This is an optimization exercise on Yosys and OpenROAD, whose aim is small area, a short achievable clock period and few clock cycles, not a production implementation. Function was checked by simulation only, so behaviour that the tests miss may differ from the original.

===== run.sh =====
#!/bin/bash
# synth_recipe.tcl (not shown) runs the flow's synth.tcl, then flattens the netlist and writes it again
# the make line also repeats each setting of config.mk as NAME=value (left out here)
make -C /OpenROAD-flow-scripts/flow DESIGN_CONFIG=/design/flow/config.mk WORK_HOME=/design/flow/orfs CLKGATE_MAP_FILE= SYNTH_SCRIPT=/design/flow/synth_recipe.tcl finish

===== config.mk =====
export PLATFORM = sky130hd
export DESIGN_NAME = largest_prime_factor
export DESIGN_NICKNAME = largest_prime_factor
export VERILOG_FILES = /design/flow/design.v
export SDC_FILE = /design/flow/constraint.sdc
export NUM_CORES = 4
export LEC_CHECK = 0
export ABC_AREA = 1
export CAP_MARGIN = 20
export CORE_MARGIN = 2
export CORE_UTILIZATION = 55
export SLEW_MARGIN = 20

===== constraint.sdc =====
create_clock -name core_clock -period 8.0 [get_ports {clk}]
set_input_delay 1.6000 -clock core_clock [delete_from_list [all_inputs] [get_ports {clk}]]
set_output_delay 1.6000 -clock core_clock [all_outputs]
set_load 0.01 [all_outputs]

===== design.v =====
package lpf_pkg;
  localparam int VALUE_WIDTH = 64;
  localparam int OUT_WIDTH   = 64;
  localparam int DIV_WIDTH   = 32;                     
  localparam int FAST_WIDTH  = 12;                     
  localparam int FAST_SLACK  = 6;                      
  localparam int STEP_BITS   = 4;                      
  localparam int NCHUNK      = VALUE_WIDTH / STEP_BITS;
  localparam int CHUNK_W     = $clog2(NCHUNK);
  localparam int DCHUNK      = DIV_WIDTH / STEP_BITS;   
  localparam int WHEEL_LEN   = 51;
  localparam int WHEEL_LOOP  = 3;
  localparam logic [3*WHEEL_LEN-1:0] WHEEL_HALF_GAPS = 153'h14d28a65a29b2d169c45151a6532da29968a289;
endpackage
module lpf_div #(
  parameter int WIDTH = 32,
  parameter int STEPS = 1
) (
  input  logic [WIDTH-1:0] rem_in,
  input  logic [STEPS-1:0] chunk,
  input  logic [WIDTH-1:0] divisor,
  output logic [WIDTH-1:0] rem_out,
  output logic [STEPS-1:0] quot,
  output logic             rem_zero    
);
  localparam int N   = WIDTH + 1;
  localparam int LVL = $clog2(N);
  function automatic logic [N:0] borrows(input logic [N-1:0] t, input logic [N-1:0] d);
    logic [N-1:0] g, p, g2, p2;
    g = ~t & d;
    p = ~(t ^ d);
    for (int l = 0; l < LVL; l++) begin
      g2 = g;
      p2 = p;
      for (int i = 0; i < N; i++) begin
        if (i >= (1 << l)) begin
          g2[i] = g[i] | (p[i] & g[i - (1 << l)]);
          p2[i] = p[i] & p[i - (1 << l)];
        end
      end
      g = g2;
      p = p2;
    end
    borrows = {g, 1'b0};
  endfunction
  function automatic logic all_equal(input logic [N-1:0] t, input logic [N-1:0] d);
    all_equal = (t == d);
  endfunction
  always_comb begin
    logic [N-1:0]   t;
    logic [N-1:0]   d;
    logic [N:0]     b;
    logic [WIDTH-1:0] r;
    r = rem_in;
    d = {1'b0, divisor};
    for (int s = STEPS - 1; s >= 0; s--) begin
      t = {r, chunk[s]};
      b = borrows(t, d);
      quot[s] = ~b[N];
      if (s == 0) rem_zero = b[N] ? (t == '0) : all_equal(t, d);
      if (!b[N]) r = t[WIDTH-1:0] ^ d[WIDTH-1:0] ^ b[WIDTH-1:0];
      else       r = t[WIDTH-1:0];
    end
    rem_out = r;
  end
endmodule
module largest_prime_factor (
  input  logic                          clk,
  input  logic                          rst_n,
  input  logic                          in_valid,
  output logic                          in_stall,
  input  logic [lpf_pkg::OUT_WIDTH-1:0] in_value,
  output logic                          out_valid,
  input  logic                          out_stall,
  output logic [lpf_pkg::OUT_WIDTH-1:0] out_largest_factor,
  output logic                          out_status
);
  localparam int VW  = lpf_pkg::VALUE_WIDTH;
  localparam int DW  = lpf_pkg::DIV_WIDTH;
  localparam int FW  = lpf_pkg::FAST_WIDTH;
  localparam int FS  = lpf_pkg::FAST_SLACK;
  localparam int K   = lpf_pkg::STEP_BITS;
  localparam int CW  = lpf_pkg::CHUNK_W;
  localparam int SW  = $clog2(K);
  localparam int DCW = $clog2(lpf_pkg::DCHUNK);
  typedef enum logic [2:0] {
    ST_IDLE,
    ST_STRIP,
    ST_PRE,
    ST_REM,
    ST_QUO,
    ST_QEND,
    ST_DONE
  } state_t;
  localparam logic [1:0] CMP_EQ = 2'd0;
  localparam logic [1:0] CMP_LT = 2'd1;
  localparam logic [1:0] CMP_GT = 2'd2;
  function automatic logic [3:0] wgap(input logic [5:0] p);
    wgap = {lpf_pkg::WHEEL_HALF_GAPS[p*3 +: 3], 1'b0};
  endfunction
  function automatic logic [5:0] wnext(input logic [5:0] p);
    wnext = (p == 6'(lpf_pkg::WHEEL_LEN - 1)) ? 6'(lpf_pkg::WHEEL_LOOP) : p + 6'd1;
  endfunction
  function automatic logic is_wide(input logic [DW-1:0] d);
    is_wide = (d[DW-1:FW] != '0) || (d[FW-1:FS] == '1);
  endfunction
  state_t          state_r, state_nxt;
  logic            busy_r, busy_nxt;         
  logic            ovalid_r, ovalid_nxt;     
  logic [VW-1:0]   q_r, q_nxt;               
  logic [DW-1:0]   d_r, d_nxt;               
  logic            wide_r, wide_nxt;         
  logic [FW-1:0]   d1_r, d1_nxt;             
  logic [DW-1:0]   w_r, w_nxt;               
  logic [FW-1:0]   w1_r, w1_nxt;             
  logic [1:0]      cmp_r, cmp_nxt;           
  logic [1:0]      cmp1_r, cmp1_nxt;         
  logic [K-1:0]    chunk1_r, chunk1_nxt;     
  logic [CW-1:0]   j_r, j_nxt;               
  logic [K-1:0]    chunk_r, chunk_nxt;       
  logic [SW-1:0]   sb_r, sb_nxt;             
  logic [K-2:0]    qacc_r, qacc_nxt;         
  logic [CW-1:0]   tseen_r, tseen_nxt;       
  logic            seen_r, seen_nxt;
  logic [5:0]      widx_r, widx_nxt;         
  logic [5:0]      widxp_r, widxp_nxt;       
  logic [4:0]      adv_r, adv_nxt;           
  logic            chk_r, chk_nxt;           
  logic            rz_r, rz_nxt;             
  logic            lt_r, lt_nxt;             
  logic            rz1_r, rz1_nxt;           
  logic            ov_r, ov_nxt;             
  logic            twos_r, twos_nxt;         
  logic            status_r, status_nxt;
  logic [FW-1:0]   wf0, wf1;
  logic [K-1:0]    qf0, qf1;
  logic [DW-1:0]   w_wide;
  logic            q_wide;
  logic            zf0, zf1, z_wide;
  lpf_div #(.WIDTH(FW), .STEPS(K)) u_fast0 (
    .rem_in  (w_r[FW-1:0]),
    .chunk   (chunk_r),
    .divisor (d_r[FW-1:0]),
    .rem_out (wf0),
    .quot    (qf0),
    .rem_zero (zf0)
  );
  lpf_div #(.WIDTH(FW), .STEPS(K)) u_fast1 (
    .rem_in  (w1_r),
    .chunk   (chunk1_r),
    .divisor (d1_r),
    .rem_out (wf1),
    .quot    (qf1),
    .rem_zero (zf1)
  );
  lpf_div #(.WIDTH(DW), .STEPS(1)) u_wide (
    .rem_in  (w_r),
    .chunk   (chunk_r[K-1-sb_r]),
    .divisor (d_r),
    .rem_out (w_wide),
    .quot    (q_wide),
    .rem_zero (z_wide)
  );
  logic [K-1:0]    qbits;                    
  logic            rem_zero, rem1_zero;
  logic [1:0]      cmp_step;
  logic            chunk_end;
  logic [DW-1:0]   w_step;
  logic [K-1:0]    dchunk;
  always_comb begin
    if (wide_r) begin
      w_step    = w_wide;
      qbits     = {qacc_r, q_wide};
      chunk_end = (sb_r == SW'(K - 1));
      rem_zero  = z_wide;
    end else begin
      w_step    = DW'(wf0);
      qbits     = qf0;
      chunk_end = 1'b1;
      rem_zero  = zf0;
    end
    rem1_zero = zf1 && !wide_r;
  end
  assign dchunk = (j_r < CW'(lpf_pkg::DCHUNK)) ? d_r[j_r[DCW-1:0]*K +: K] : '0;
  always_comb begin
    logic [1:0] c0, c1;
    c0 = cmp_r;
    c1 = cmp_r;
    if (cmp_r == CMP_EQ) begin
      if (qbits[K-1:1] < dchunk[K-1:1])      begin c0 = CMP_LT; c1 = CMP_LT; end
      else if (qbits[K-1:1] > dchunk[K-1:1]) begin c0 = CMP_GT; c1 = CMP_GT; end
      else begin
        c0 = dchunk[0] ? CMP_LT : CMP_EQ;
        c1 = dchunk[0] ? CMP_EQ : CMP_GT;
      end
    end
    cmp_step = qbits[0] ? c1 : c0;
  end
  logic [CW:0]     pos1;
  logic [K-1:0]    dchunk1;
  logic [1:0]      cmp1_step;
  assign pos1    = (state_r == ST_QEND) ? '0 : {1'b0, j_r} + (CW+1)'(1);
  assign dchunk1 = (pos1 < (CW+1)'((FW + K - 1) / K)) ? K'(d1_r >> (pos1 * K)) : '0;
  always_comb begin
    logic [1:0] c0, c1;
    c0 = cmp1_r;
    c1 = cmp1_r;
    if (cmp1_r == CMP_EQ) begin
      if (qf1[K-1:1] < dchunk1[K-1:1])      begin c0 = CMP_LT; c1 = CMP_LT; end
      else if (qf1[K-1:1] > dchunk1[K-1:1]) begin c0 = CMP_GT; c1 = CMP_GT; end
      else begin
        c0 = dchunk1[0] ? CMP_LT : CMP_EQ;
        c1 = dchunk1[0] ? CMP_EQ : CMP_GT;
      end
    end
    cmp1_step = qf1[0] ? c1 : c0;
  end
  logic [5:0]      widx1;                    
  logic [5:0]      widx_adv;                 
  logic [4:0]      adv;                      
  logic [DW:0]     d_inc;                    
  logic [FW-1:0]   d1_inc;                   
  logic [DW-1:0]   d_prev;                   
  logic            pre_sel;
  logic [FW-1:0]   dx_base;
  logic [5:0]      dx_pos;
  logic [FW-1:0]   dx_sum;                   
  logic            single;                   
  always_comb begin
    widx1 = wnext(widx_r);
    single = wide_r || (state_r == ST_QEND);
    if (single) begin
      adv      = 5'(wgap(widx_r));
      widx_adv = widx1;
      d_inc    = {1'b0, d_r} + {{(DW-4){1'b0}}, wgap(widx_r)};
    end else begin
      adv      = 5'(wgap(widx_r)) + 5'(wgap(widx1));
      widx_adv = wnext(widx1);
      d_inc    = {{(DW-FW+1){1'b0}}, d1_r} + {{(DW-3){1'b0}}, wgap(widx1)};
    end
    d1_inc = d_inc[FW-1:0] + FW'(wgap(widx_adv));
    d_prev = d_r - {{(DW-5){1'b0}}, adv_r};
    pre_sel = (state_r == ST_PRE);
    dx_base = pre_sel ? d_r[FW-1:0] : d_prev[FW-1:0];
    dx_pos  = pre_sel ? widx_r : widxp_r;
    dx_sum  = dx_base + FW'(wgap(dx_pos));
  end
  logic [K-1:0]    vbits;
  logic [CW-1:0]   top_pass;
  logic [CW-1:0]   top_m1;
  logic [K-1:0]    q_top, q_top1;
  logic            lt_top, lt_top1;          
  logic            q_one;                    
  assign vbits    = (state_r == ST_QUO) ? qbits : chunk_r;
  assign top_pass = seen_r ? tseen_r : j_r;
  assign top_m1   = top_pass - CW'(1);
  assign q_top    = q_r[top_pass*K +: K];
  assign q_top1   = q_r[top_m1*K +: K];
  assign lt_top   = (top_pass < CW'(lpf_pkg::DCHUNK)) && (d_inc[top_pass[DCW-1:0]*K +: K] != '0);
  assign lt_top1  = (top_m1 < CW'(lpf_pkg::DCHUNK)) && (d_inc[top_m1[DCW-1:0]*K +: K] != '0);
  assign q_one    = (q_r[VW-1:1] == '0);
  logic [DW-1:0]   qdiv;
  assign qdiv = rz_r ? d_prev : DW'(dx_sum);
  logic            c1_quo, c1_zero;          
  logic            start;                    
  logic            f_rz, f_lt, f_rz1;        
  always_comb begin
    state_nxt  = state_r;
    busy_nxt   = busy_r;
    ovalid_nxt = ovalid_r;
    q_nxt      = q_r;
    d_nxt      = d_r;
    wide_nxt   = wide_r;
    d1_nxt     = d1_r;
    w_nxt      = w_r;
    w1_nxt     = w1_r;
    cmp_nxt    = cmp_r;
    cmp1_nxt   = cmp1_r;
    c1_quo     = 1'b0;
    c1_zero    = 1'b0;
    start      = 1'b0;
    f_rz       = 1'b0;
    f_lt       = 1'b0;
    f_rz1      = 1'b0;
    j_nxt      = j_r;
    sb_nxt     = sb_r;
    qacc_nxt   = qacc_r;
    tseen_nxt  = tseen_r;
    seen_nxt   = seen_r;
    widx_nxt   = widx_r;
    widxp_nxt  = widxp_r;
    adv_nxt    = adv_r;
    chk_nxt    = 1'b0;
    rz_nxt     = rz_r;
    lt_nxt     = lt_r;
    rz1_nxt    = rz1_r;
    ov_nxt     = ov_r;
    twos_nxt   = twos_r;
    status_nxt = status_r;
    case (state_r)
      ST_IDLE: begin
        if (in_valid) begin
          q_nxt      = in_value[VW-1:0];
          twos_nxt   = 1'b0;
          busy_nxt   = 1'b1;
          state_nxt  = ST_STRIP;
        end
      end
      ST_STRIP: begin
        if (q_one) begin
          status_nxt = ~q_r[0];
          q_nxt      = {{(VW-2){1'b0}}, twos_r, 1'b0};
          ovalid_nxt = 1'b1;
          state_nxt  = ST_DONE;
        end else if (!q_r[0]) begin
          q_nxt    = q_r >> 1;
          twos_nxt = 1'b1;
        end else begin
          status_nxt = 1'b0;
          d_nxt      = DW'(3);
          wide_nxt   = 1'b0;
          widx_nxt   = '0;
          j_nxt      = CW'(lpf_pkg::NCHUNK - 1);
          state_nxt  = ST_PRE;
        end
      end
      ST_PRE: begin
        if (q_one) begin
          q_nxt      = {{(VW-DW){1'b0}}, d_r};
          ovalid_nxt = 1'b1;
          state_nxt  = ST_DONE;
        end else begin
          d1_nxt    = dx_sum;
          w_nxt     = '0;
          w1_nxt    = '0;
          cmp_nxt   = CMP_EQ;
          sb_nxt    = '0;
          seen_nxt  = 1'b0;
          state_nxt = ST_REM;
        end
      end
      ST_REM, ST_QUO, ST_QEND: begin
        if (chk_r && (rz_r || lt_r || rz1_r || ov_r)) begin
          if (rz_r && lt_r) begin
            q_nxt      = {{(VW-DW){1'b0}}, d_prev};
            ovalid_nxt = 1'b1;
            state_nxt  = ST_DONE;
          end else if (rz_r || (rz1_r && !lt_r)) begin
            d_nxt      = qdiv;
            wide_nxt   = is_wide(qdiv);
            widx_nxt   = rz_r ? widxp_r : wnext(widxp_r);
            d1_nxt     = qdiv[FW-1:0];
            w_nxt      = '0;
            w1_nxt     = '0;
            cmp_nxt    = CMP_EQ;
            cmp1_nxt   = CMP_EQ;
            c1_zero    = 1'b1;
            j_nxt      = top_pass;
            sb_nxt     = '0;
            seen_nxt   = 1'b0;
            state_nxt  = ST_QUO;
          end else begin
            ovalid_nxt = 1'b1;
            state_nxt  = ST_DONE;
          end
        end else if (state_r == ST_QEND) begin
          if (q_one) begin
            q_nxt      = {{(VW-DW){1'b0}}, d_r};
            ovalid_nxt = 1'b1;
            state_nxt  = ST_DONE;
          end else begin
            start = 1'b1;
            f_rz  = zf1;
            f_lt  = (cmp1_step == CMP_LT);
            state_nxt = ST_REM;
          end
        end else begin
          w_nxt    = w_step;
          w1_nxt   = wf1;
          sb_nxt   = sb_r + SW'(1);
          qacc_nxt = {qacc_r, q_wide};
          if (state_r == ST_QUO) begin
            cmp1_nxt   = cmp1_step;
            c1_quo     = 1'b1;
          end
          if (chunk_end) begin
            cmp_nxt = cmp_step;
            j_nxt   = j_r - CW'(1);
            if (!seen_r && vbits != '0) begin
              seen_nxt  = 1'b1;
              tseen_nxt = j_r;
            end
            if (state_r == ST_QUO) q_nxt[j_r*K +: K] = qbits;
          end
          if (chunk_end && j_r == '0) begin
            j_nxt    = top_pass;
            if (state_r == ST_QUO) begin
              state_nxt = wide_r ? ST_PRE : ST_QEND;
            end else begin
              start = 1'b1;
              f_rz  = rem_zero;
              f_lt  = (cmp_step == CMP_LT);
              f_rz1 = rem1_zero;
            end
          end
        end
        if (start) begin
          chk_nxt   = 1'b1;
          rz_nxt    = f_rz;
          lt_nxt    = f_lt;
          rz1_nxt   = f_rz1;
          ov_nxt    = d_inc[DW];
          d_nxt     = d_inc[DW-1:0];
          wide_nxt  = is_wide(d_inc[DW-1:0]);
          d1_nxt    = d1_inc;
          adv_nxt   = adv;
          widxp_nxt = widx_r;
          widx_nxt  = widx_adv;
          sb_nxt    = '0;
          j_nxt     = top_pass;
          if (d_inc[DW-1:2*K] != '0) begin
            w_nxt     = DW'({q_top, q_top1});
            w1_nxt    = FW'({q_top, q_top1});
            j_nxt     = top_pass - CW'(2);
            seen_nxt  = 1'b1;
            tseen_nxt = top_pass;
            cmp_nxt   = (lt_top || lt_top1) ? CMP_LT : CMP_EQ;
          end else if (d_inc[DW-1:K] != '0) begin
            w_nxt     = DW'(q_top);
            w1_nxt    = FW'(q_top);
            j_nxt     = top_pass - CW'(1);
            seen_nxt  = 1'b1;
            tseen_nxt = top_pass;
            cmp_nxt   = lt_top ? CMP_LT : CMP_EQ;
          end else begin
            w_nxt    = '0;
            w1_nxt   = '0;
            seen_nxt = 1'b0;
            cmp_nxt  = CMP_EQ;
          end
        end
      end
      ST_DONE: begin
        if (!out_stall) begin
          ovalid_nxt = 1'b0;
          busy_nxt   = 1'b0;
          state_nxt  = ST_IDLE;
        end
      end
      default: begin
        state_nxt = ST_IDLE;
      end
    endcase
  end
  assign chunk_nxt  = q_r[j_nxt*K +: K];
  assign chunk1_nxt = c1_zero ? '0 : (c1_quo ? qbits : chunk_nxt);
  always_ff @(posedge clk) begin
    if (!rst_n) begin
      state_r  <= ST_IDLE;
      busy_r   <= 1'b0;
      ovalid_r <= 1'b0;
      chk_r    <= 1'b0;
    end else begin
      state_r  <= state_nxt;
      busy_r   <= busy_nxt;
      ovalid_r <= ovalid_nxt;
      chk_r    <= chk_nxt;
    end
  end
  always_ff @(posedge clk) begin
    q_r      <= q_nxt;
    d_r      <= d_nxt;
    wide_r   <= wide_nxt;
    d1_r     <= d1_nxt;
    w_r      <= w_nxt;
    w1_r     <= w1_nxt;
    cmp_r    <= cmp_nxt;
    cmp1_r   <= cmp1_nxt;
    chunk1_r <= chunk1_nxt;
    j_r      <= j_nxt;
    chunk_r  <= chunk_nxt;
    sb_r     <= sb_nxt;
    qacc_r   <= qacc_nxt;
    tseen_r  <= tseen_nxt;
    seen_r   <= seen_nxt;
    widx_r   <= widx_nxt;
    widxp_r  <= widxp_nxt;
    adv_r    <= adv_nxt;
    rz_r     <= rz_nxt;
    lt_r     <= lt_nxt;
    rz1_r    <= rz1_nxt;
    ov_r     <= ov_nxt;
    twos_r   <= twos_nxt;
    status_r <= status_nxt;
  end
  assign in_stall           = busy_r;
  assign out_valid          = ovalid_r;
  assign out_largest_factor = lpf_pkg::OUT_WIDTH'(q_r);
  assign out_status         = status_r;
endmodule

==> results by group, run 1 <==
Routing
  – Total routed wirelength: 115 mm
  – Antenna viol nets, final: 0
  – Drt pass-1 iters: 7
  – Initial DRC count: 4,467
  – Via density: 6.34
  – DRC errors left: 0
  – Via count: 30,900
  – Routed len/inst: 23.5 µm

Final layout
  – Cell area after layout: 30,100 µm²
  – # fillers: 4,637
  – Commonest cells after routing, fill and taps aside: nand2_1, inv_1, o21ai_0, a21oi_1, nor2_1
  – P&R area growth vs syn: 13.8%
  – Commonest non-fill, non-tap cell in the layout: nand2_1
  – Nets: 4,493
  – Layout cell share with drive strength beyond 1: 8.84%
  – ANT cells: 0

Floorplan
  – Die Span Y: 223 µm
  – I/O pin count: 135
  – Core Box Area: 47,600 µm²
  – Initial Util: 55.6%
  – Die width: 223 µm
  – FP Rows: 80
  – Die area: 49,900 µm²

Global route
  – GR peak layer: met2
  – Grt ovf: 0
  – Initial antenna violation count: 3
  – Met1 GRT Util: 58.2%
  – Overall Global Routing Usage: 44.9%
  – Met2 Use GR: 68.4%
  – First-pass GRT wire length: 172 mm
  – Met3 usage: 12.3%
  – Largest net degree at the start of global routing: 83
  – Vias in the first global route: 28,600

Timing
  – Final setup viols: 0
  – Post-route clock period utilization: 94.0%
  – Final Max Tran Viols: 0
  – Post-route setup TNS: 0 ns
  – Clock Skew: 0.0232 ns
  – Endpoints failing hold: 0
  – Slew @ Worst Pin: 1.21 ns
  – Relative slew slack: 19.4%
  – Min cycle time layout: 7.52 ns
  – Maximum clock frequency: 133 MHz

Synthesis
  – Top FF cell, synth: edfxtp_1
  – Syn Nets: 4,358
  – Register area share after synthesis: 22.8%
  – Synthesized area per cell: 6.44 µm²
  – Yosys reg bits: 207
  – Area contributors post-synth: edfxtp_1, nand2_1, o21ai_0
  – Yosys top cell by area: edfxtp_1
  – Number of flops mapped to enable cells by yosys: 189
  – Asr flop ratio synth: 0%
  – Cells after Synth: 4,110
  – Area share of the largest cell type after synthesis: 21.4%
  – Synth Warn #: 3
  – Netlist cell types: 74
  – Synth Cell Area: 26,500 µm²

CTS
  – Clock Root Buffer: clkbuf_16
  – H-tree Lvls: 1
  – Clock Tree Buf Depth: 3
  – Sink Count: 207
  – CTS tree: yes
  – CTS Hold Buffers Added: 0
  – Later-pin clock latency in the skew report: 0.59 ns
  – Worst-path clk slew: 0.06 ns
  – Cts bufs inserted: 27

Critical path
  – Slowest cell on the critical path: edfxtp_1
  – Critical path fanouts, max: 7
  – WP data arrival: 7.87 ns
  – Critical Path Sink Type: flop
  – Worst path most repeated cell: nand2_1
  – CP required: 8.35 ns
  – Type of the worst setup path: reg2reg
  – Critical Path Start Type: flop
  – CP peak stage delay: 0.43 ns

Worst hold path
  – Hold crit path type: reg2reg

Outcome
  – Status: no timing/DRC/antenna violations

Place
  – Final GP Congestion: 1.08
  – IO buf count: 134
  – DP HPWL: 87.6 mm
  – Placed Area: 29,000 µm²

Flow run
  – MaxCap Viol Count: 0
## cell families (layout without fill, tap and decap cells)
family,Yosys count,after routing,synth area share (%)
AO/OA/AOI/OAI,1071,1071,23.0
AND/OR/NAND/NOR,1780,1780,29.6
multiplexers,1,1,0.0378
XOR/XNOR,148,148,4.90
flip-flops,207,207,22.8
adder cells (fa/ha/maj),180,180,8.93
buffers and inverters,723,878,10.7
## what timing repair did
item,in CTS,in global routing
setup buffers,0,6
setup endpoints to repair,17,43
pin swaps,0,29
gates cloned,0,2
resized for setup,6,69
## path summary, 6_finish.rpt
kind / startpoint / end / slack [ns] / depth (start not counted)
min reg2reg: ovalid_r$_SDFFE_PN0P_ / ovalid_r$_SDFFE_PN0P_ / 0.45 / 2
max reg2reg: d1_r[2]$_DFFE_PP_ / w1_r[3]$_SDFFCE_PP0P_ / 0.48 / 56
min: ovalid_r$_SDFFE_PN0P_ / ovalid_r$_SDFFE_PN0P_ / 0.45 / 2
max: d1_r[2]$_DFFE_PP_ / w1_r[3]$_SDFFCE_PP0P_ / 0.48 / 56
## synth_stat cells (all sizes together), types with 9 or more instances
cell     count
a211oi       9
a21o         9
a21oi      385
a221oi      17
a31oi       41
buf         45
clkbuf     122
clkinv      10
dfxtp       18
edfxtp     189
fa          15
ha         165
inv        546
nand2      911
nand3      312
nand4       61
nor2       374
nor3        48
nor4        41
o2111ai     42
o211ai      28
o21ai      447
o21bai      10
o221ai      12
o22ai       27
or2         24
xnor2       36
xor2       112
## metal layers
metal | routed length (µm) | share of wire (%)
met3 | 15100 | 13
met5 | 27 | 0.023
met4 | 7530 | 6.6
met2 | 48000 | 42
met1 | 44300 | 39
## through the flow
step	hold slack [ns]	util [%]	setup WS, ns	cells
after CTS	0.454	62.6	0.0262	4872
after global routing	0.479	63.2	-0.106	4880
final	0.454	63.2	0.484	4880
after global placement	0.435	60.8	-0.0123	4823
after detailed placement	0.438	60.8	-0.219	4823
after floorplan	0.424	-	-0.0257	4110
## state kept, by name, indices dropped and copies added, names as in the netlist, 2 cells and up
| register | flops |
|---|---|
| q_r | 64 |
| d_r | 32 |
| w_r | 32 |
| d1_r | 12 |
| w1_r | 12 |
| widx_r | 6 |
| widxp_r | 6 |
| adv_r | 4 |
| chunk1_r | 4 |
| chunk_r | 4 |
| j_r | 4 |
| tseen_r | 4 |
| qacc_r | 3 |
| state_r | 3 |
| cmp1_r | 2 |
| cmp_r | 2 |
| sb_r | 2 |
## critical path: cells and delay by family (launching register included)
kind	cells	cell delay, ns
adder cells (fa/ha/maj)	4	1.15
AND/OR/NAND/NOR	23	1.97
buffers and inverters	6	0.55
flip-flops	1	0.43
AO/OA/AOI/OAI	23	3.18
## final cells by class
cell class	instances	area, µm²	area share, %
tap	615	769	2.56
clock inverter	16	156	0.519
timing repair buffer	273	2410	7.99
sequential	207	6040	20.0
clock buffer	33	708	2.35
multi-input combinational	3180	17900	59.6
inverter	556	2100	6.97
Testbench counts, summed over its fixed seeds: cycles 170,145.
==> run 2: changes to the inputs <==
--- a/config.mk
+++ b/config.mk
@@ -10,3 +10,3 @@
 export CORE_MARGIN = 2
-export CORE_UTILIZATION = 55
+export CORE_UTILIZATION = 40
 export SLEW_MARGIN = 20
==> run 2 against run 1 <==
Still clean; global-route usage decreased by 11 points; core utilization decreased by 16 points; final area increased by 3.5%; via count about the same; register-to-register slack improved by 0.06 ns; worst setup slack improved by 0.058 ns; largest cell class unchanged.
==> results by group, run 2 <==
CTS
  – Clock Tree Buf Depth: 3
  – Later-pin clock latency in the skew report: 0.61 ns
  – Sink Count: 207
  – H-tree Lvls: 1
  – CTS tree: yes
  – Worst-path clk slew: 0.06 ns
  – Cts bufs inserted: 28
  – Clock Root Buffer: clkbuf_16

Routing
  – Initial DRC count: 4,218
  – Antenna viol nets, final: 0
  – Drt pass-1 iters: 6
  – Via count: 31,000
  – Total routed wirelength: 118 mm
  – Routed len/inst: 22.8 µm
  – DRC errors left: 0
  – Via density: 5.95

Critical path
  – Type of the worst setup path: reg2reg
  – Worst path most repeated cell: nand2_1
  – WP data arrival: 7.81 ns
  – Critical path fanouts, max: 9
  – CP required: 8.35 ns
  – Reg-to-Reg Start: d1_r[6]$_DFFE_PP_
  – Critical Path Start Type: flop
  – Critical Path Sink Type: flop
  – Worst setup path startpoint: d1_r[6]$_DFFE_PP_
  – CP peak stage delay: 0.44 ns
  – Slowest cell on the critical path: edfxtp_1

Synthesis
  – Post-synthesis mux area share: 0.0378%
  – Synth Area in Adders: 8.93%
  – Area contributors post-synth: edfxtp_1, nand2_1, o21ai_0
  – Post-Synth Simple-Gate Area: 29.6%
  – XOR/XNOR Fraction of Synth Area: 4.90%
  – Area share of the largest cell type after synthesis: 21.4%
  – Most frequent cell after synthesis: nand2_1
  – Most instantiated cells after synthesis: nand2_1, inv_1, o21ai_0
  – Yosys top cell by area: edfxtp_1
  – Number of flops mapped to enable cells by yosys: 189
  – Cells after Synth: 4,110
  – Synthesized area per cell: 6.44 µm²
  – Syn Nets: 4,358
  – Asr flop ratio synth: 0%
  – Yosys reg bits: 207
  – Netlist cell types: 74
  – Synth Cell Area: 26,500 µm²
  – Register area share after synthesis: 22.8%
  – Main combinational cell family by area after synthesis: simple AND/OR/NAND/NOR gates
  – Top FF cell, synth: edfxtp_1
  – Synth Warn #: 3
  – Compound-cell area share of the yosys netlist: 23.0%

Final layout
  – Commonest cells after routing, fill and taps aside: nand2_1, inv_1, o21ai_0, a21oi_1, nor2_1
  – Layout cell share with drive strength beyond 1: 10.9%
  – Biggest regs: q_r: 64 flops, d_r: 32 flops, w_r: 32 flops
  – P&R area growth vs syn: 17.7%
  – Largest Register: q_r
  – Nets: 4,561
  – Area of the multi-input gates: 18,100 µm²
  – Sequential Area: 6040 µm²
  – Util after Layout: 47.5%
  – Max reg flops: 64
  – # fillers: 6,869
  – Post-route insts no fill: 5,200
  – Commonest non-fill, non-tap cell in the layout: nand2_1

Global route
  – Vias in the first global route: 28,400
  – First-pass GRT wire length: 175 mm
  – Overall Global Routing Usage: 33.5%
  – Largest net degree at the start of global routing: 116
  – Initial antenna violation count: 1
  – Grt ovf: 0

Timing
  – Post-route setup TNS: 0 ns
  – Final Max Tran Viols: 0
  – Endpoints failing hold: 0
  – Min cycle time layout: 7.46 ns
  – Maximum clock frequency: 134 MHz
  – Final setup viols: 0
  – Relative slew slack: 30.5%
  – Final worst setup slack: 0.541 ns
  – Slew @ Worst Pin: 1.03 ns
  – Post-route clock period utilization: 93.2%
  – Clock Skew: 0.0281 ns

Worst hold path
  – Hold crit path type: reg2reg
  – Hold Path Origin: ovalid_r$_SDFFE_PN0P_

Floorplan
  – Die width: 261 µm
  – I/O pin count: 135
  – Die area: 68,300 µm²
  – Initial Util: 40.3%
  – Core Box Area: 65,600 µm²
  – Die Span Y: 261 µm
  – FP Rows: 94

Outcome
  – Status: no timing/DRC/antenna violations

Place
  – Setup slack at placement: -0.138 ns
  – DP HPWL: 90.5 mm
  – Placed cells: 5,133
  – Final GP Congestion: 1.03
  – IO buf count: 134

Flow run
  – MaxCap Viol Count: 0
## run 2: cell counts after synthesis
No cell type changed its count.
## run 2: metrics by stage
step	hold slack (ns)	cell area [µm²]
global placement	0.437	29700
detailed placement	0.444	29700
CTS	0.460	30700
finish	0.465	31200
floorplan	0.424	26500
global route	0.465	31200
## run 2: layout make-up
class	instances	share of cell area, %
Antenna cell	1	0.00803
Clock buffer	34	2.39
Clock inverter	18	0.630
Inverter	556	6.77
Multi-Input combinational cell	3182	58.1
Sequential cell	207	19.4
Tap cell	864	3.47
Timing Repair Buffer	338	9.27
## run 2: logic make-up (layout without fill, tap and decap cells)
family	Yosys count	after routing
compound gates	1071	1071
mux	1	1
flops	207	207
simple gates	1780	1782
other cells	0	1
xor+xnor	148	148
fa+ha+maj	180	180
buf+inv	723	946
## run 2: per-layer routing
layer / up-vias / GRT usage (%) / routed length [µm] / share of wire, %
li1: 14500 / - / - / -
met1: 14100 / 45.0 / 48000 / 41
met2: 1999 / 51.2 / 50100 / 42
met3: 397 / 6.52 / 13300 / 11
met4: 0 / 16.6 / 7050 / 6.0
met5: - / 0 / 0 / 0
## run 2: timing repair
action	CTS	global route
cloned	0	2
setup buffers	0	12
setup endpoints to repair	15	52
pin swaps	0	29
resized for setup	4	102
hold buffers	0	0
## run 2: worst max-delay path, delay by kind of cell (launching register included)
kind                     cells  cell delay (ns)
AND/OR/NAND/NOR             23             1.86
buffers and inverters        9             1.08
adder cells (fa/ha/maj)      4             1.13
AO/OA/AOI/OAI               20             2.68
flip-flops                   1             0.44
## run 2: final timing paths
kind | end | slack (ns) | cells past startpoint
max | w1_r[3]$_SDFFCE_PP0P_ | 0.54 | 56
min | ovalid_r$_SDFFE_PN0P_ | 0.46 | 2
max reg2reg | w1_r[3]$_SDFFCE_PP0P_ | 0.54 | 56
min reg2reg | ovalid_r$_SDFFE_PN0P_ | 0.46 | 2
==> run 3: changes to the inputs <==
--- a/design.v
+++ b/design.v
@@ -4,3 +4,3 @@
   localparam int DIV_WIDTH   = 32;                     
-  localparam int FAST_WIDTH  = 12;                     
+  localparam int FAST_WIDTH  = 11;                     
   localparam int FAST_SLACK  = 6;                      
@@ -250,4 +250,6 @@
   logic [CW-1:0]   top_m1;
-  logic [K-1:0]    q_top, q_top1;
-  logic            lt_top, lt_top1;          
+  logic [CW-1:0]   top_m2;
+  logic [K-1:0]    q_top, q_top1, q_top2;
+  logic            lt_top, lt_top1, lt_top2;  
+  logic            fit1, fit2, fit3;         
   logic            q_one;                    
@@ -260,2 +262,8 @@
   assign lt_top1  = (top_m1 < CW'(lpf_pkg::DCHUNK)) && (d_inc[top_m1[DCW-1:0]*K +: K] != '0);
+  assign top_m2   = top_pass - CW'(2);
+  assign q_top2   = q_r[top_m2*K +: K];
+  assign lt_top2  = (top_m2 < CW'(lpf_pkg::DCHUNK)) && (d_inc[top_m2[DCW-1:0]*K +: K] != '0);
+  assign fit1     = (top_pass >= CW'(1)) && ((DW+1)'(q_top) < d_inc);
+  assign fit2     = (top_pass >= CW'(2)) && ((DW+1)'({q_top, q_top1}) < d_inc);
+  assign fit3     = (top_pass >= CW'(3)) && ((DW+1)'({q_top, q_top1, q_top2}) < d_inc);
   assign q_one    = (q_r[VW-1:1] == '0);
@@ -420,3 +428,10 @@
           j_nxt     = top_pass;
-          if (d_inc[DW-1:2*K] != '0) begin
+          if (fit3) begin
+            w_nxt     = DW'({q_top, q_top1, q_top2});
+            w1_nxt    = FW'({q_top, q_top1, q_top2});
+            j_nxt     = top_pass - CW'(3);
+            seen_nxt  = 1'b1;
+            tseen_nxt = top_pass;
+            cmp_nxt   = (lt_top || lt_top1 || lt_top2) ? CMP_LT : CMP_EQ;
+          end else if (fit2) begin
             w_nxt     = DW'({q_top, q_top1});
@@ -427,3 +442,3 @@
             cmp_nxt   = (lt_top || lt_top1) ? CMP_LT : CMP_EQ;
-          end else if (d_inc[DW-1:K] != '0) begin
+          end else if (fit1) begin
             w_nxt     = DW'(q_top);
--- a/config.mk
+++ b/config.mk
@@ -10,3 +10,3 @@
 export CORE_MARGIN = 2
-export CORE_UTILIZATION = 40
+export CORE_UTILIZATION = 55
 export SLEW_MARGIN = 20
==> run 3 against run 2 <==
Now fails the layout checks on setup timing; clock-buffer cell count is 1 higher; register-to-register slack worse by 0.66 ns; die area decreased by 26%; via count up 3.6%; global-route usage is 12 points higher; core utilization up 16 points; synthesized cell count increased by 1.1%; worst setup slack got worse by 0.66 ns; wire length increased by 1.8%; first-iteration DRC count up 13%; largest cell class unchanged; highest routed layer is now met5.
==> results by group, run 3 <==
CTS
  – Later-pin clock latency in the skew report: 0.59 ns
  – Clock Root Buffer: clkbuf_16
  – H-tree Lvls: 1
  – Worst-path clk slew: 0.06 ns
  – Clock Tree Buf Depth: 3
  – CTS tree: yes
  – Cts bufs inserted: 26
  – Sink Count: 205
  – CTS Hold Buffers Added: 0

Synthesis
  – Synthesized area per cell: 6.47 µm²
  – Compound-cell area share of the yosys netlist: 22.8%
  – Area share of the largest cell type after synthesis: 20.9%
  – Synth Cell Area: 26,900 µm²
  – Top FF cell, synth: edfxtp_1
  – XOR/XNOR Fraction of Synth Area: 4.51%
  – Synth Area in Adders: 9.79%
  – Area contributors post-synth: edfxtp_1, nand2_1, ha_1
  – Main combinational cell family by area after synthesis: simple AND/OR/NAND/NOR gates
  – Synth Warn #: 3
  – Asr flop ratio synth: 0%
  – Post-synthesis mux area share: 0.0745%
  – Number of flops mapped to enable cells by yosys: 187
  – Post-Synth Simple-Gate Area: 30.0%
  – Syn Nets: 4,427
  – Yosys reg bits: 205
  – Yosys top cell by area: edfxtp_1
  – Most frequent cell after synthesis: nand2_1
  – Netlist cell types: 77
  – Most instantiated cells after synthesis: nand2_1, inv_1, o21ai_0
  – Register area share after synthesis: 22.2%
  – Cells after Synth: 4,157

Critical path
  – Worst path most repeated cell: nand2_2
  – Critical path's top delay family: compound AO/OA/AOI/OAI gates
  – Critical path fanouts, max: 6
  – Type of the worst setup path: reg2reg
  – Critical Path Sink Type: flop
  – CP required: 8.31 ns
  – Critical Path Start Type: flop
  – Crit path buf inv count: 6
  – Slowest cell on the critical path: edfxtp_1
  – CP peak stage delay: 0.40 ns
  – WP data arrival: 8.43 ns

Timing
  – Min cycle time layout: 8.12 ns
  – Slew @ Worst Pin: 1.16 ns
  – Post-route clock period utilization: 101%
  – Maximum clock frequency: 123 MHz
  – Final setup viols: 10
  – Final Max Tran Viols: 0
  – Clock Skew: 0.0215 ns
  – RSZ-0062 raised after global routing: true
  – Endpoints failing hold: 0
  – Relative slew slack: 22.1%
  – Final worst setup slack: -0.118 ns

Final layout
  – Max reg flops: 64
  – Commonest non-fill, non-tap cell in the layout: nand2_1
  – Post-route insts no fill: 4,939
  – P&R area growth vs syn: 14.1%
  – Nets: 4,565
  – Util after Layout: 63.1%
  – Largest Register: q_r
  – Commonest cells after routing, fill and taps aside: nand2_1, inv_1, o21ai_0, nor2_1, a21oi_1
  – Biggest regs: q_r: 64 flops, d_r: 32 flops, w_r: 32 flops
  – Layout cell share with drive strength beyond 1: 9.20%

Global route
  – Grt ovf: 0
  – Overall Global Routing Usage: 46.0%
  – Vias in the first global route: 28,800
  – First-pass GRT wire length: 176 mm
  – Initial antenna violation count: 3
  – Largest net degree at the start of global routing: 71

Routing
  – Total routed wirelength: 120 mm
  – Via count: 32,100
  – Drt pass-1 iters: 9
  – Routed len/inst: 24.4 µm
  – Initial DRC count: 4,747
  – Antenna viol nets, final: 0
  – DRC errors left: 0
  – Via density: 6.49

Floorplan
  – I/O pin count: 135
  – Initial Util: 55.3%
  – Die width: 225 µm
  – Core Box Area: 48,600 µm²
  – Die area: 50,700 µm²
  – Die Span Y: 225 µm
  – FP Rows: 81

Place
  – Placed cells: 4,854
  – Final GP Congestion: 1.07
  – IO buf count: 134
  – DP HPWL: 91.6 mm

Outcome
  – Failed Checks: setup timing
  – Status: complete, but fails checks

Flow run
  – MaxCap Viol Count: 0

Worst hold path
  – Hold crit path type: reg2reg
[run 3: changes by cell type in the layout (fill, tap and decap cells not counted), moves of 10 or more]
cell	before	now
ha_1	151	182
o2111ai_1	42	67
buf_4	200	139
nand2_1	870	956
o21ai_0	394	367
a31oi_1	38	22
o211ai_1	28	47
a21oi_1	362	299
o22ai_1	26	36
o21ai_1	30	44
xor2_1	112	97
nor2_1	347	337
[run 3: cell type report]
cell class,instances,area [µm²]
Antenna cell,3,7.51
Clock buffer,35,716
Clock inverter,12,149
Fill cell,4627,18000
Inverter,545,2070
Multi-Input combinational cell,3238,18500
Sequential cell,205,5980
Tap cell,622,778
Timing Repair Buffer,278,2440
Timing Repair inverter,1,7.51
[run 3: final timing paths]
path / start / end / slack, ns / cells past startpoint
worst max-delay path: d1_r[0]$_DFFE_PP_ / w1_r[6]$_SDFFCE_PP0P_ / -0.12 / 59
worst min-delay path: qacc_r[1]$_DFFE_PP_ / qacc_r[2]$_DFFE_PP_ / 0.48 / 0
worst max register to register: d1_r[0]$_DFFE_PP_ / w1_r[6]$_SDFFCE_PP0P_ / -0.12 / 59
worst min register to register: qacc_r[1]$_DFFE_PP_ / qacc_r[2]$_DFFE_PP_ / 0.48 / 0
[run 3: per-stage QoR]
| step | cell area, µm² | setup WS, ns | TNS, ns | hold WS [ns] |
|---|---|---|---|---|
| 6_report | 30700 | -0.118 | -0.542 | 0.481 |
| 5_1_grt | 30700 | -0.627 | -8.41 | 0.483 |
| 4_1_cts | 30100 | 0.00611 | 0 | 0.470 |
| 3_5_place_dp | 29200 | -0.206 | -1.09 | 0.455 |
| 3_3_place_gp | 29200 | 0.0278 | 0 | 0.444 |
| 2_1_floorplan | 27000 | -0.0532 | -0.192 | 0.418 |
[run 3: per-layer routing]
| metal | global-route usage, % | share of wire (%) | vias up |
|---|---|---|---|
| li1 | - | - | 14600 |
| met4 | 30.2 | 8.2 | 4 |
| met1 | 59.0 | 37 | 14500 |
| met2 | 66.2 | 40 | 2407 |
| met5 | 0 | 0.019 | - |
| met3 | 14.6 | 14 | 639 |
[run 3: logic make-up after synthesis]
logic type	count (synthesis)
simple gates	1853
compound gates	1043
buf+inv	716
flops	205
fa+ha+maj	202
xor+xnor	136
mux	2
[run 3: repair_timing]
action,CTS,global route
pin swaps,8,56
gates resized for setup,5,107
gates cloned,1,2
endpoints found under the setup margin,14,58
setup buffers,7,25
==> run 4: changes to the inputs <==
--- a/design.v
+++ b/design.v
@@ -274,2 +274,7 @@
   logic            f_rz, f_lt, f_rz1;        
+  logic [DW-1:0]   w_alt;
+  logic [FW-1:0]   w1_alt;
+  logic [1:0]      cmp_alt, cmp1_alt;
+  logic [VW-1:0]   q_alt;
+  logic            w_eng, w1_eng, cmp_eng, cmp1_eng, q_wr;
   always_comb begin
@@ -278,3 +283,3 @@
     ovalid_nxt = ovalid_r;
-    q_nxt      = q_r;
+    q_alt      = q_r;
     d_nxt      = d_r;
@@ -282,6 +287,11 @@
     d1_nxt     = d1_r;
-    w_nxt      = w_r;
-    w1_nxt     = w1_r;
-    cmp_nxt    = cmp_r;
-    cmp1_nxt   = cmp1_r;
+    w_alt      = w_r;
+    w_eng      = 1'b0;
+    w1_eng     = 1'b0;
+    cmp_eng    = 1'b0;
+    cmp1_eng   = 1'b0;
+    q_wr       = 1'b0;
+    w1_alt     = w1_r;
+    cmp_alt    = cmp_r;
+    cmp1_alt   = cmp1_r;
     c1_quo     = 1'b0;
@@ -310,3 +320,3 @@
         if (in_valid) begin
-          q_nxt      = in_value[VW-1:0];
+          q_alt      = in_value[VW-1:0];
           twos_nxt   = 1'b0;
@@ -319,3 +329,3 @@
           status_nxt = ~q_r[0];
-          q_nxt      = {{(VW-2){1'b0}}, twos_r, 1'b0};
+          q_alt      = {{(VW-2){1'b0}}, twos_r, 1'b0};
           ovalid_nxt = 1'b1;
@@ -323,3 +333,3 @@
         end else if (!q_r[0]) begin
-          q_nxt    = q_r >> 1;
+          q_alt    = q_r >> 1;
           twos_nxt = 1'b1;
@@ -336,3 +346,3 @@
         if (q_one) begin
-          q_nxt      = {{(VW-DW){1'b0}}, d_r};
+          q_alt      = {{(VW-DW){1'b0}}, d_r};
           ovalid_nxt = 1'b1;
@@ -341,5 +351,5 @@
           d1_nxt    = dx_sum;
-          w_nxt     = '0;
-          w1_nxt    = '0;
-          cmp_nxt   = CMP_EQ;
+          w_alt     = '0;
+          w1_alt    = '0;
+          cmp_alt   = CMP_EQ;
           sb_nxt    = '0;
@@ -352,3 +362,3 @@
           if (rz_r && lt_r) begin
-            q_nxt      = {{(VW-DW){1'b0}}, d_prev};
+            q_alt      = {{(VW-DW){1'b0}}, d_prev};
             ovalid_nxt = 1'b1;
@@ -360,6 +370,6 @@
             d1_nxt     = qdiv[FW-1:0];
-            w_nxt      = '0;
-            w1_nxt     = '0;
-            cmp_nxt    = CMP_EQ;
-            cmp1_nxt   = CMP_EQ;
+            w_alt      = '0;
+            w1_alt     = '0;
+            cmp_alt    = CMP_EQ;
+            cmp1_alt   = CMP_EQ;
             c1_zero    = 1'b1;
@@ -375,3 +385,3 @@
           if (q_one) begin
-            q_nxt      = {{(VW-DW){1'b0}}, d_r};
+            q_alt      = {{(VW-DW){1'b0}}, d_r};
             ovalid_nxt = 1'b1;
@@ -385,4 +395,4 @@
         end else begin
-          w_nxt    = w_step;
-          w1_nxt   = wf1;
+          w_eng    = 1'b1;
+          w1_eng   = 1'b1;
           sb_nxt   = sb_r + SW'(1);
@@ -390,3 +400,3 @@
           if (state_r == ST_QUO) begin
-            cmp1_nxt   = cmp1_step;
+            cmp1_eng   = 1'b1;
             c1_quo     = 1'b1;
@@ -394,3 +404,3 @@
           if (chunk_end) begin
-            cmp_nxt = cmp_step;
+            cmp_eng = 1'b1;
             j_nxt   = j_r - CW'(1);
@@ -400,3 +410,3 @@
             end
-            if (state_r == ST_QUO) q_nxt[j_r*K +: K] = qbits;
+            if (state_r == ST_QUO) q_wr = 1'b1;
           end
@@ -415,2 +425,5 @@
         if (start) begin
+          w_eng     = 1'b0;
+          w1_eng    = 1'b0;
+          cmp_eng   = 1'b0;
           chk_nxt   = 1'b1;
@@ -429,4 +442,4 @@
           if (fit3) begin
-            w_nxt     = DW'({q_top, q_top1, q_top2});
-            w1_nxt    = FW'({q_top, q_top1, q_top2});
+            w_alt     = DW'({q_top, q_top1, q_top2});
+            w1_alt    = FW'({q_top, q_top1, q_top2});
             j_nxt     = top_pass - CW'(3);
@@ -434,6 +447,6 @@
             tseen_nxt = top_pass;
-            cmp_nxt   = (lt_top || lt_top1 || lt_top2) ? CMP_LT : CMP_EQ;
+            cmp_alt   = (lt_top || lt_top1 || lt_top2) ? CMP_LT : CMP_EQ;
           end else if (fit2) begin
-            w_nxt     = DW'({q_top, q_top1});
-            w1_nxt    = FW'({q_top, q_top1});
+            w_alt     = DW'({q_top, q_top1});
+            w1_alt    = FW'({q_top, q_top1});
             j_nxt     = top_pass - CW'(2);
@@ -441,6 +454,6 @@
             tseen_nxt = top_pass;
-            cmp_nxt   = (lt_top || lt_top1) ? CMP_LT : CMP_EQ;
+            cmp_alt   = (lt_top || lt_top1) ? CMP_LT : CMP_EQ;
           end else if (fit1) begin
-            w_nxt     = DW'(q_top);
-            w1_nxt    = FW'(q_top);
+            w_alt     = DW'(q_top);
+            w1_alt    = FW'(q_top);
             j_nxt     = top_pass - CW'(1);
@@ -448,8 +461,8 @@
             tseen_nxt = top_pass;
-            cmp_nxt   = lt_top ? CMP_LT : CMP_EQ;
+            cmp_alt   = lt_top ? CMP_LT : CMP_EQ;
           end else begin
-            w_nxt    = '0;
-            w1_nxt   = '0;
+            w_alt    = '0;
+            w1_alt   = '0;
             seen_nxt = 1'b0;
-            cmp_nxt  = CMP_EQ;
+            cmp_alt  = CMP_EQ;
           end
@@ -469,2 +482,10 @@
   end
+  always_comb begin
+    w_nxt    = w_eng    ? w_step    : w_alt;
+    w1_nxt   = w1_eng   ? wf1       : w1_alt;
+    cmp_nxt  = cmp_eng  ? cmp_step  : cmp_alt;
+    cmp1_nxt = cmp1_eng ? cmp1_step : cmp1_alt;
+    q_nxt    = q_alt;
+    if (q_wr) q_nxt[j_r*K +: K] = qbits;
+  end
   assign chunk_nxt  = q_r[j_nxt*K +: K];
--- a/config.mk
+++ b/config.mk
@@ -10,3 +10,3 @@
 export CORE_MARGIN = 2
-export CORE_UTILIZATION = 55
+export CORE_UTILIZATION = 40
 export SLEW_MARGIN = 20
==> run 4 against run 3 <==
The run now finishes clean; die area rose by 38%; area after synthesis rose by 0.95%; non-clock buffer count rose by 91; via count rose by 3.7%; critical path type unchanged; critical endpoint is now w1_r[6]$_DFFE_PP_; synthesized cell count rose by 4.2%.
==> results by group, run 4 <==
Floorplan
  – Die width: 264 µm
  – Die Span Y: 264 µm
  – Initial Util: 40.4%
  – FP Rows: 95
  – I/O pin count: 135
  – Die area: 70,000 µm²
  – Core Box Area: 67,200 µm²

Timing
  – Post-route setup TNS: 0 ns
  – Maximum clock frequency: 134 MHz
  – Final setup viols: 0
  – Hold Slack: 0.446 ns
  – Min cycle time layout: 7.47 ns
  – Post-route clock period utilization: 93.4%
  – Relative slew slack: 19.9%
  – RSZ-0062 raised after global routing: true
  – Clock Skew: 0.0157 ns
  – Final Max Tran Viols: 0
  – Final worst setup slack: 0.526 ns
  – Endpoints failing hold: 0
  – Slew @ Worst Pin: 1.19 ns

Synthesis
  – Synthesized area per cell: 6.26 µm²
  – Synth Area in Adders: 9.77%
  – Most instantiated cells after synthesis: nand2_1, o21ai_0, inv_1
  – Cells after Synth: 4,333
  – Post-synthesis mux area share: 0.0738%
  – Netlist cell types: 71
  – Compound-cell area share of the yosys netlist: 26.0%
  – Number of flops mapped to enable cells by yosys: 123
  – Asr flop ratio synth: 0%
  – Yosys reg bits: 205
  – XOR/XNOR Fraction of Synth Area: 4.64%
  – Most frequent cell after synthesis: nand2_1
  – Register area share after synthesis: 19.7%
  – Main combinational cell family by area after synthesis: simple AND/OR/NAND/NOR gates
  – Yosys top cell by area: nand2_1
  – Synth Warn #: 3
  – Area contributors post-synth: nand2_1, edfxtp_1, o21ai_0
  – Post-Synth Simple-Gate Area: 29.5%
  – Syn Nets: 4,604
  – Area share of the largest cell type after synthesis: 13.8%
  – Top FF cell, synth: edfxtp_1
  – Synth Cell Area: 27,100 µm²

Final layout
  – Area of the multi-input gates: 19,500 µm²
  – Biggest regs: q_r: 64 flops, d_r: 32 flops, w_r: 32 flops
  – Post-route insts no fill: 5,422
  – Max reg flops: 64
  – # fillers: 7,162
  – Nets: 4,801
  – Sequential Area: 5340 µm²
  – Largest Register: q_r
  – Layout cell share with drive strength beyond 1: 10.5%
  – P&R area growth vs syn: 17.1%
  – Commonest cells after routing, fill and taps aside: nand2_1, inv_1, o21ai_0, a21oi_1, nand3_1
  – ANT cells: 0
  – Commonest non-fill, non-tap cell in the layout: nand2_1

Routing
  – Via count: 33,300
  – DRC errors left: 0
  – Antenna viol nets, final: 0
  – Via density: 6.13
  – WL met1: 53.4 mm
  – Met2 WL post-DR: 55.6 mm
  – Metal3 WL: 15.2 mm
  – Routed len/inst: 24.5 µm
  – Initial DRC count: 4,682
  – Highest metal used: met5
  – Total routed wirelength: 133 mm
  – Drt pass-1 iters: 8

Critical path
  – CP peak stage delay: 0.44 ns
  – Critical path fanouts, max: 9
  – CP required: 8.33 ns
  – Slowest cell on the critical path: edfxtp_1
  – Worst path most repeated cell: nand2_2
  – WP data arrival: 7.80 ns
  – Critical Path Sink Type: flop
  – Critical Path Start Type: flop
  – Type of the worst setup path: reg2reg

Place
  – IO buf count: 134
  – Placed cells: 5,345
  – DP HPWL: 101 mm
  – Setup slack at placement: -0.0623 ns
  – Final GP Congestion: 1.03

CTS
  – CTS tree: yes
  – Sink Count: 205
  – Later-pin clock latency in the skew report: 0.59 ns
  – Cts bufs inserted: 26
  – Clock Root Buffer: clkbuf_16
  – Clock Tree Buf Depth: 3
  – H-tree Lvls: 1
  – CTS Hold Buffers Added: 0
  – Worst-path clk slew: 0.06 ns

Global route
  – Grt ovf: 0
  – Overall Global Routing Usage: 36.3%
  – First-pass GRT wire length: 194 mm
  – Vias in the first global route: 30,500
  – Largest net degree at the start of global routing: 107
  – Initial antenna violation count: 5

Outcome
  – Status: no timing/DRC/antenna violations

Flow run
  – MaxCap Viol Count: 0

Worst hold path
  – Hold crit path type: reg2reg
run 4: changes by cell type after synthesis, sizes merged, moves of 10 or more:
cell,previous run,this run
o211ai,48,93
o2111ai,67,34
a21oi,315,364
o21ai,444,502
and2,0,11
edfxtp,187,123
nand3,299,331
clkbuf,106,143
a221oi,10,37
dfxtp,18,82
nor2,361,316
inv,539,498
o221ai,20,30
nand2,999,1020
run 4: critical path, delay by kind of cell (launching register included):
| family | cells | cell delay (ns) |
|---|---|---|
| fa+ha+maj | 4 | 1.17 |
| compound gates | 17 | 2.51 |
| flops | 1 | 0.44 |
| simple gates | 26 | 2.57 |
| buf+inv | 6 | 0.54 |
run 4: repair_timing:
action,4_1_cts,5_1_grt
endpoints found under the setup margin,10,58
gates resized for setup,2,125
setup buffers,0,26
pin swaps,0,44
gates cloned,0,4
run 4: layout make-up:
type	instances	area share, %
Multi-Input combinational cell	3416	61.2
Sequential cell	205	16.8
Tap cell	873	3.44
Timing Repair Buffer	369	9.91
Clock buffer	34	2.27
Clock inverter	13	0.283
Timing Repair inverter	1	0.0157
Inverter	511	6.08
run 4: worst paths after layout:
kind / from / to / slack, ns / depth (start not counted)
setup reg to reg: d1_r[6]$_DFFE_PP_ / w1_r[6]$_DFFE_PP_ / 0.53 / 53
hold / removal: qacc_r[0]$_DFFE_PP_ / qacc_r[1]$_DFFE_PP_ / 0.45 / 0
setup / recovery: d1_r[6]$_DFFE_PP_ / w1_r[6]$_DFFE_PP_ / 0.53 / 53
hold reg to reg: qacc_r[0]$_DFFE_PP_ / qacc_r[1]$_DFFE_PP_ / 0.45 / 0
run 4: per-stage QoR:
stage	cell area [µm²]	utilization [%]
after floorplan	27100	-
after global placement	30300	45.1
after detailed placement	30300	45.1
after CTS	31100	46.4
after global routing	31800	47.3
final	31800	47.3
run 4: cell families (layout without fill, tap and decap cells):
kind of cell / count (synthesis) / after routing
buffers and inverters: 714 / 928
flip-flops: 205 / 205
AND/OR/NAND/NOR: 1861 / 1863
AO/OA/AOI/OAI: 1205 / 1205
adder cells (fa/ha/maj): 203 / 203
XOR/XNOR: 143 / 143
multiplexers: 2 / 2
run 4: layer usage:
metal / global-route usage (%) / up-vias
li1: - / 15400
met3: 6.95 / 479
met2: 55.3 / 2081
met5: 0 / -
met1: 48.5 / 15300
met4: 19.7 / 6
Testbench counts of run 4, summed over its fixed seeds: cycles 160,428.
==> run 5: changes to the inputs <==
--- a/config.mk
+++ b/config.mk
@@ -10,3 +10,3 @@
 export CORE_MARGIN = 2
-export CORE_UTILIZATION = 40
+export CORE_UTILIZATION = 50
 export SLEW_MARGIN = 20
==> run 5 against run 4 <==
Worst setup slack worse by 0.045 ns; critical path depth is 5 higher; first-iteration DRC count is 5.9% higher; final area is 1.2% lower; largest cell class unchanged; sequential share of layout area is 0.21 points higher; core utilization is 11 points higher; die area is 20% lower; clock skew is 0.0079 ns higher; maximum frequency is 0.59% lower; critical path type unchanged; via count is 0.41% higher.
==> results by group, run 5 <==
Global route
  – Overall Global Routing Usage: 44.5%
  – Largest net degree at the start of global routing: 107
  – Grt ovf: 0
  – Initial antenna violation count: 3
  – First-pass GRT wire length: 191 mm
  – Vias in the first global route: 31,000

Synthesis
  – Most frequent cell after synthesis: nand2_1
  – Asr flop ratio synth: 0%
  – Top FF cell, synth: edfxtp_1
  – Synthesized area per cell: 6.26 µm²
  – Number of flops mapped to enable cells by yosys: 123
  – Netlist cell types: 71
  – Synth Cell Area: 27,100 µm²
  – Cells after Synth: 4,333
  – Area contributors post-synth: nand2_1, edfxtp_1, o21ai_0
  – Yosys top cell by area: nand2_1
  – Area share of the largest cell type after synthesis: 13.8%
  – Synth Warn #: 3
  – Most instantiated cells after synthesis: nand2_1, o21ai_0, inv_1
  – Register area share after synthesis: 19.7%
  – Syn Nets: 4,604
  – Yosys reg bits: 205

Place
  – Final GP Congestion: 1.09
  – Placed Area: 30,100 µm²
  – IO buf count: 134
  – Placed cells: 5,162
  – DP HPWL: 98.6 mm

Final layout
  – Nets: 4,778
  – Commonest cells after routing, fill and taps aside: nand2_1, inv_1, o21ai_0, a21oi_1, nand3_1
  – Max reg flops: 64
  – Util after Layout: 58.5%
  – Area of the multi-input gates: 19,300 µm²
  – Largest Register: q_r
  – Layout cell share with drive strength beyond 1: 9.54%
  – Sequential Area: 5340 µm²
  – # fillers: 5,459
  – Cell area after layout: 31,400 µm²
  – Commonest non-fill, non-tap cell in the layout: nand2_1
  – Post-route insts no fill: 5,226
  – Biggest regs: q_r: 64 flops, d_r: 32 flops, w_r: 32 flops
  – P&R area growth vs syn: 15.7%

Floorplan
  – Initial Util: 50.5%
  – Die area: 56,200 µm²
  – FP Rows: 85
  – Die width: 237 µm
  – I/O pin count: 135
  – Die Span Y: 237 µm
  – Core Box Area: 53,700 µm²

Routing
  – Routed len/inst: 24.7 µm
  – Drt pass-1 iters: 9
  – Initial DRC count: 4,960
  – Antenna viol nets, final: 0
  – Via density: 6.39
  – Total routed wirelength: 129 mm
  – Via count: 33,400
  – DRC errors left: 0

Timing
  – Hold Slack: 0.455 ns
  – Post-route clock period utilization: 94.0%
  – Clock Skew: 0.0237 ns
  – Slew @ Worst Pin: 1.08 ns
  – Maximum clock frequency: 133 MHz
  – Relative slew slack: 27.1%
  – Final Max Tran Viols: 0
  – Final setup viols: 0
  – Min cycle time layout: 7.52 ns
  – Endpoints failing hold: 0

Critical path
  – WP data arrival: 7.84 ns
  – Worst setup path endpoint: w1_r[7]$_DFFE_PP_
  – Type of the worst setup path: reg2reg
  – CP required: 8.32 ns
  – Register-to-Register Path Depth: 58
  – Flop-to-flop setup slack: 0.48 ns
  – CP peak stage delay: 0.43 ns
  – Critical Path Start Type: flop
  – Critical Path Sink Type: flop
  – Slowest cell on the critical path: edfxtp_1
  – Worst setup path startpoint: d1_r[6]$_DFFE_PP_
  – Worst path most repeated cell: nand2_1
  – Critical path fanouts, max: 8
  – Reg2reg end: w1_r[7]$_DFFE_PP_
  – Reg-to-Reg Start: d1_r[6]$_DFFE_PP_

CTS
  – Later-pin clock latency in the skew report: 0.60 ns
  – Worst-path clk slew: 0.06 ns
  – H-tree Lvls: 1
  – CTS tree: yes
  – Clock Tree Buf Depth: 3
  – CTS Hold Buffers Added: 0
  – Cts bufs inserted: 28
  – Clock Root Buffer: clkbuf_16
  – Sink Count: 205

Worst hold path
  – Hold crit path type: reg2reg

Outcome
  – Status: no timing/DRC/antenna violations

Flow run
  – MaxCap Viol Count: 0
run 5: metrics by stage:
step / TNS (ns) / worst slack (ns)
3_3_place_gp: 0 / 0.130
4_1_cts: 0 / 0.000446
3_5_place_dp: -0.0213 / -0.0162
6_report: 0 / 0.482
2_1_floorplan: 0 / 0.0188
5_1_grt: -0.928 / -0.0976
run 5: worst min-delay path by stage:
stage | from | to | cells past startpoint
2_1_floorplan | qacc_r[0]$_DFFE_PP_ | qacc_r[1]$_DFFE_PP_ | 0
3_3_place_gp | qacc_r[0]$_DFFE_PP_ | qacc_r[1]$_DFFE_PP_ | 0
3_5_place_dp | qacc_r[0]$_DFFE_PP_ | qacc_r[1]$_DFFE_PP_ | 0
4_1_cts | qacc_r[0]$_DFFE_PP_ | qacc_r[1]$_DFFE_PP_ | 0
5_1_grt | qacc_r[0]$_DFFE_PP_ | qacc_r[1]$_DFFE_PP_ | 0
6_report | qacc_r[0]$_DFFE_PP_ | qacc_r[1]$_DFFE_PP_ | 0
run 5: cells by family (layout without fill, tap and decap cells):
group | after synthesis | in the layout | share of synthesized area [%]
AOI/OAI and AO/OA | 1205 | 1205 | 26.0
muxes | 2 | 2 | 0.0738
other | 0 | 1 | 0
buffers and inverters | 714 | 910 | 10.4
xor gates and xnor gates | 143 | 143 | 4.64
adders and majority gates | 203 | 203 | 9.77
DFF | 205 | 205 | 19.7
and+or+nand+nor | 1861 | 1861 | 29.5
run 5: timing repair:
action,CTS,global route
pin swaps,0,32
cloned,0,1
resized for setup,1,76
setup buffers,0,10
endpoints found under the setup margin,11,55
run 5: area by class of cell:
class                      instances  area share (%)
sequential                       205            17.0
inverter                         511            6.14
antenna                            1         0.00797
tap                              696            2.77
clock inverter                    14           0.395
multi-input combinational       3414            61.5
timing repair buffer             347            9.60
clock buffer                      38            2.55
run 5: per-layer routing:
layer | global-route usage [%] | vias up | share of wire [%]
met1 | 56.2 | 15100 | 37
met5 | 0 | - | 0.019
li1 | - | 15300 | -
met4 | 27.7 | 4 | 7.3
met2 | 66.4 | 2382 | 42
met3 | 13.2 | 579 | 14
run 5: worst max-delay path, delay by kind of cell (launching register included):
family	cells	cell delay, ns
simple gates	29	2.67
compound gates	17	2.34
fa+ha+maj	4	1.07
buf+inv	8	0.71
flops	1	0.43

==> what the ideal ports hide <==
Ports are ideal in the flow. The routed layouts listed here were re-timed in OpenROAD.
Step 1: set_driving_cell puts a clkbuf_16 on clk and a buf_2 on each other input, an assumption about the parent block.
Step 2 adds t to the input delays and takes it off the output delays; t is the mean of the earliest and latest rising clock arrival at the registers after step 1. Input paths then give back, and output paths get back, about the clock's delay inside the block.
Slacks: ideal / step 1 / step 2; pairs: ideal / step 1.
| run | shift t [ns] | setup WS [ns] | hold WS [ns] | cell pins on the clock port's net |
|---|---|---|---|---|
| run 1 | 0.643 | 0.484 / 0.484 / 0.484 | 0.454 / 0.454 / 0.454 | 1 |
| run 2 | 0.659 | 0.541 / 0.541 / 0.541 | 0.465 / 0.465 / 0.465 | 1 |
| run 3 | 0.649 | -0.118 / -0.118 / -0.118 | 0.481 / 0.481 / 0.481 | 1 |
| run 4 | 0.653 | 0.526 / 0.526 / 0.526 | 0.446 / 0.446 / 0.446 | 1 |
| run 5 | 0.659 | 0.482 / 0.482 / 0.482 | 0.455 / 0.455 / 0.455 | 1 |
